From an optimization exercise on the open Yosys and OpenROAD flow, aimed at small area, a short achievable clock period and few clock cycles per item; shortcuts taken in it are not production practice. No functional check of the RTL was part of any run shown here.

## flow/design.v (module list and top-level ports; edited modules follow where they fit)
// module idct_fa: 10 lines
// module idct_ha: 9 lines
// module idct_core: 895 lines
// module idct_flow_ctrl: 96 lines
// module idct8_top: 64 lines
module idct8_top #(
        parameter int ROUND_SHIFT = 7
) (
        input  logic                    clk,
        input  logic                    reset,
        input  logic                    in_req,
        input  idct_pkg::coef_vec_t     coef,
        input  logic                    out_ack,
        output logic                    in_ack,
        output logic                    out_req,
        output idct_pkg::sample_vec_t   samples
);
  // ...
==> flow/run.sh <==
#!/bin/bash
# synth_recipe.tcl (not shown) runs the flow's synth.tcl, then flattens the netlist and writes it again
# the make line also repeats each setting of config.mk as NAME=value (left out here)
make -C /OpenROAD-flow-scripts/flow DESIGN_CONFIG=/design/flow/config.mk WORK_HOME=/design/flow/orfs CLKGATE_MAP_FILE= SYNTH_SCRIPT=/design/flow/synth_recipe.tcl finish
==> flow/config.mk <==
export PLATFORM = sky130hd
export DESIGN_NAME = idct8_top
export DESIGN_NICKNAME = idct8_top
export VERILOG_FILES = /design/flow/design.v
export SDC_FILE = /design/flow/constraint.sdc
export NUM_CORES = 4
export LEC_CHECK = 0
export CAP_MARGIN = 20
export CORE_MARGIN = 2
export CORE_UTILIZATION = 40
export SLEW_MARGIN = 20
export SYNTH_HIERARCHICAL = 1
export SYNTH_MINIMUM_KEEP_SIZE = 0
==> flow/constraint.sdc <==
create_clock -name core_clock -period 9.0 [get_ports {clk}]
set_input_delay 1.8000 -clock core_clock [delete_from_list [all_inputs] [get_ports {clk}]]
set_output_delay 1.8000 -clock core_clock [all_outputs]
set_load 0.01 [all_outputs]
==> metrics.md, run 1 <==
| Metric | Value |
|---|---|
| Setup-failing EPs final | `0` |
| Met1 Resource Use GR | `0.2531` |
| Mean post-synth cell area | `15.49 µm²` |
| Worst path max stage delay | `0.77 ns` |
| Status | `no timing/DRC/antenna violations` |
| Non-clk buf share | `0.1069` |
| Die width | `235.4 µm` |
| TritonCTS clock tree | `yes` |
| Die Ht | `235.4 µm` |
| #FFs+latches synth | `408` |
| Placed Area | `0.02490 mm²` |
| Max frequency | `259.7 MHz` |
| Clk sinks | `408` |
| CTS root buf | `clkbuf_16` |
| Met3 Resource Use GR | `0.03928` |
| FF-to-FF End | `idct_core_inst.o_q1[17]` |
| Max Cap Viol | `0` |
| Clock-cell share | `0.05785` |
| Port Buffers | `277` |
| WL final | `50190 µm` |
| Multi-input combinational cell area | `0.01109 mm²` |
| Seq cells | `408` |
| Main synth FF type | `dfxtp_1` |
==> inputs of run 2 (changes only) <==
==> flow/flow/run.sh (new file) <==
#!/bin/bash
# The standard layout (standard.sh, unchanged synthesis), with plain buf_1 cells as the
# input and output port buffers instead of the default clkdlybuf4s50_1
set -euo pipefail
bash standard.sh "BUFFER_PORTS_ARGS=-buffer_cell sky130_fd_sc_hd__buf_1" finish > standard.log 2>&1
==> flow/standard.sh (new file) <==
#!/bin/bash
# synth_recipe.tcl (not shown) runs the flow's synth.tcl, then flattens the netlist and writes it again
# the make line also repeats each setting of config.mk as NAME=value (left out here)
make -C /OpenROAD-flow-scripts/flow DESIGN_CONFIG=/design/flow/config.mk WORK_HOME=/design/flow/orfs CLKGATE_MAP_FILE= SYNTH_SCRIPT=/design/flow/synth_recipe.tcl "${@:-finish}"
removed: flow/run.sh
==> run 2 against run 1 <==
  * First-iteration DRC count is 5.9% higher
  * Final cell count stayed put
  * Largest cell class unchanged
  * Highest routed layer unchanged
==> metrics.md, run 2 <==
| Metric | Value |
|---|---|
| RSZ-0062 raised after global routing | `false (unchanged)` |
| IO Pins | `278 (unchanged)` |
| Post-synth EDFFs | `160 (unchanged)` |
| Fin util | `0.4673 (was 0.5010)` |
| #FFs+latches synth | `408 (unchanged)` |
| Vias | `11700 (was 11670)` |
| WL final | `49270 µm (was 50190 µm)` |
| H-tree Lvls | `2 (unchanged)` |
| Hold WC Path Type | `reg2reg (unchanged)` |
| Drt wl/cell | `20.53 µm (was 20.91 µm)` |
| Hold Slack | `0.3968 ns (was 0.3961 ns)` |
| Bufs on Longest Clock Path | `3 (unchanged)` |
| Post-layout min period | `3.882 ns (was 3.850 ns)` |
| Yosys top cell area share | `0.3348 (unchanged)` |
| Final Cycle Share | `0.4313 (was 0.4278)` |
| Post-synth top cells | `358 x fa_1, 242 x dfxtp_1, 160 x edfxtp_1 (unchanged)` |
| Via/cell ratio | `4.873 (was 4.864)` |
| CP Class | `reg2reg (unchanged)` |
| Hold buffers post-CTS | `0 (unchanged)` |
| Crit path DAT | `4.13 ns (was 4.30 ns)` |
| Commonest non-fill, non-tap cell in the layout | `fa_1 (unchanged)` |
| Final hold viol count | `0 (unchanged)` |
| Top cell type by total area after synthesis | `fa_1 (unchanged)` |
| Most common cell in the synthesized netlist | `fa_1 (unchanged)` |
| Met2 Use GR | `0.2976 (was 0.3057)` |
| Starting DRC count in detailed routing | `650 (was 614)` |
| Clock Skew | `0.02591 ns (was 0.02556 ns)` |
| Placer Congestion | `0.8682 (was 0.8857)` |
| Netlist cell types | `61 (unchanged)` |
| Biggest register | `samples (unchanged)` |
| Req. time, crit path | `9.25 ns (was 9.45 ns)` |
| Clk sinks | `408 (unchanged)` |
| Max_slew headroom | `0.4023 (was 0.3596)` |
| Initial antenna violation count | `0 (was 1)` |
| Worst R2R Path Depth | `10 (was 7)` |
| Critical Path Source | `idct_core_inst.o_q0[8] (was idct_flow_ctrl_inst.k[0])` |
| Most frequent cells in the layout | `358 x fa_1, 277 x buf_1, 242 x dfxtp_1 (was 358 x fa_1, 277 x clkdlybuf4s50_1, 242 x dfxtp_1)` |
| Worst-Skew Late Latency | `0.58 ns (was 0.57 ns)` |
| TritonCTS clock tree | `yes (unchanged)` |
| Synth Cell Area | `0.02141 mm² (unchanged)` |
| Initial Utilization | `0.4058 (unchanged)` |
| Largest cells by area after synthesis | `fa_1 33%, dfxtp_1 23%, edfxtp_1 22% (unchanged)` |
| Die Area | `0.05539 mm² (unchanged)` |
| R2R Path Start | `idct_core_inst.o_q0[8] (was idct_flow_ctrl_inst.k[0])` |
| Critical path capture point type | `flip-flop (unchanged)` |
| Area growth, synth to finish | `15.17% (was 23.46%)` |
| Number of CTS-inserted buffers | `43 (unchanged)` |
| FF-to-FF End | `samples[104] (was idct_core_inst.o_q1[17])` |
| Layout cells sized above 1 | `0.09988 (was 0.1016)` |
| Setup-failing EPs final | `0 (unchanged)` |
| Die width | `235.4 µm (unchanged)` |
| Syn Nets | `1954 (unchanged)` |
| Final Instance Area | `0.02466 mm² (was 0.02643 mm²)` |
| R2r setup slk | `5.12 ns (was 5.15 ns)` |
| Dpl hpwl | `40250 µm (was 41250 µm)` |
| Mean post-synth cell area | `15.49 µm² (unchanged)` |
| Top flop regs | `samples: 144 flops, idct_flow_ctrl_inst.coef_q: 128 flops (unchanged)` |
| Main synth FF type | `dfxtp_1 (unchanged)` |
| Total gr overflow | `0 (unchanged)` |
| Pin count of the biggest net entering global routing | `69 (was 67)` |
| DRC | `0 (unchanged)` |
| Post-route antenna net violation count | `0 (unchanged)` |
| Worst slew pin tran | `0.8965 ns (was 0.9595 ns)` |
| CTS root buf | `clkbuf_16 (unchanged)` |
| Port Buffers | `277 (unchanged)` |
| Placed Area | `0.02317 mm² (was 0.02490 mm²)` |
| Sequential fraction of the synthesis area | `0.4577 (unchanged)` |
| Post-Layout Cell Count | `2400 (unchanged)` |
| Largest register FFs | `144 (unchanged)` |
| Gr busiest metal | `met2 (unchanged)` |
| CTS clock-pin slew for the worst setup and hold paths | `0.06 ns (about the same)` |
| Max-slew violations | `0 (unchanged)` |
| Synth Warn # | `9 (unchanged)` |
| Setup Buffers After CTS | `0 (unchanged)` |
| Row count | `84 (unchanged)` |
| Crit path launch type | `flip-flop (unchanged)` |
| Die Ht | `235.4 µm (unchanged)` |
| Status | `no timing/DRC/antenna violations (unchanged)` |
| ANT cells | `0 (unchanged)` |
| Met3 Resource Use GR | `0.03143 (was 0.03928)` |
| Vias in the first global route | `13020 (was 13170)` |
| Core area | `0.05276 mm² (unchanged)` |
| Fin nets | `2249 (unchanged)` |
| Max frequency | `257.6 MHz (was 259.7 MHz)` |
| Met1 Resource Use GR | `0.2507 (was 0.2531)` |
| FFs w/ async S/R, synth | `0.01471 (unchanged)` |
| Max Cap Viol | `0 (unchanged)` |
| Dpl cells | `2320 (unchanged)` |
| First-pass GRT wire length | `76210 µm (was 77960 µm)` |
| Mapped Cells | `1382 (unchanged)` |
| Crit-path max FO | `6 (was 14)` |
| Global Route Usage Sum | `0.1817 (was 0.1854)` |
| CP endpoint | `samples[104] (was idct_core_inst.o_q1[17])` |
| 1st-pass router iterations | `5 (unchanged)` |
| Setup TNS | `0 ns (unchanged)` |
| # resized after CTS | `0 (unchanged)` |
==> run 2: cell counts after synthesis <==
No cell type changed its count.
==> run 2: critical path, stage by stage (launching register included) <==
cell	delay, ns
dfxtp_1	0.39
inv_1	0.07
fa_1	0.50
fa_1	0.42
ha_1	0.39
nand4_1	0.16
a21oi_1	0.38
o31ai_1	0.16
a21oi_1	0.33
nor4_1	0.09
a311oi_1	0.67
==> run 2: modules after synthesis (local to each module, per instance) <==
module / cell area, µm² / flip-flops and latches
idct8_top: 5045 / 180
idct_core: 4318 / 91
idct_fa: 20.02 / 0
idct_flow_ctrl: 4542 / 137
idct_ha: 12.51 / 0
==> run 2: stage by stage <==
stage                     worst slack [ns]
after floorplan                      2.177
after global placement               4.949
after detailed placement             4.908
after CTS                            5.089
after global routing                 4.802
final                                5.118
==> run 2: cell families after synthesis <==
kind of cell | count (synthesis) | synth area share
fa+ha+maj | 440 | 0.3827
flops | 408 | 0.4577
compound gates | 163 | 0.04798
simple gates | 157 | 0.03734
buf+inv | 119 | 0.02490
mux | 65 | 0.03711
xor+xnor | 30 | 0.01227
==> run 2: how the worst min path moves through the flow <==
| stage | from | endpoint | slack (ns) | depth (start not counted) |
|---|---|---|---|---|
| 5_1_grt | yp_q[6] | samples[6] | 0.41 | 0 |
| 6_report | ym_q[5] | samples[131] | 0.40 | 0 |
| 3_3_place_gp | yp_q[4] | samples[4] | 0.39 | 0 |
| 3_5_place_dp | yp_q[0] | samples[0] | 0.39 | 0 |
| 2_1_floorplan | yp_q[0] | samples[0] | 0.39 | 0 |
| 4_1_cts | ym_q[5] | samples[131] | 0.40 | 0 |
==> run 2: layer usage <==
layer	vias up	share of wire
li1	5314	-
met1	6012	0.46
met2	305	0.47
met3	64	0.046
met4	0	0.021
met5	-	0
==> run 2: area by class of cell <==
type,count,area (µm²)
multi-input combinational,855,11090
sequential,408,9803
tap,688,860.8
timing repair buffer,284,1092
fill,4651,28100
clock inverter,24,291.5
inverter,85,319.1
clock buffer,56,1196

[port drivers added, routing unchanged]
The flow's constraints put no driver on any port. The routed layouts listed below were extracted and timed again, unchanged, in two steps.
Step 1, drivers: a clkbuf_16 drives clk and a buf_2 each remaining input, both assumed.
Step 2 also shifts input and output timing later by t, the mid clock arrival at the registers, as if the neighbouring blocks saw the same clock.
Three values: ideal ports, drivers, drivers and shift; two values: the first two.
run	shift t [ns]	slack for setup (ns)	worst data-port slew with drivers (ns)
run 1	0.620	5.150 / 5.150 / 4.555	0.05
run 2	0.618	5.118 / 5.118 / 4.892	0.05
After both steps every run listed still meets setup and hold. For run 1, which loses most, drivers alone change the setup slack by 0.000 ns; drivers and shift together by -0.595 ns.
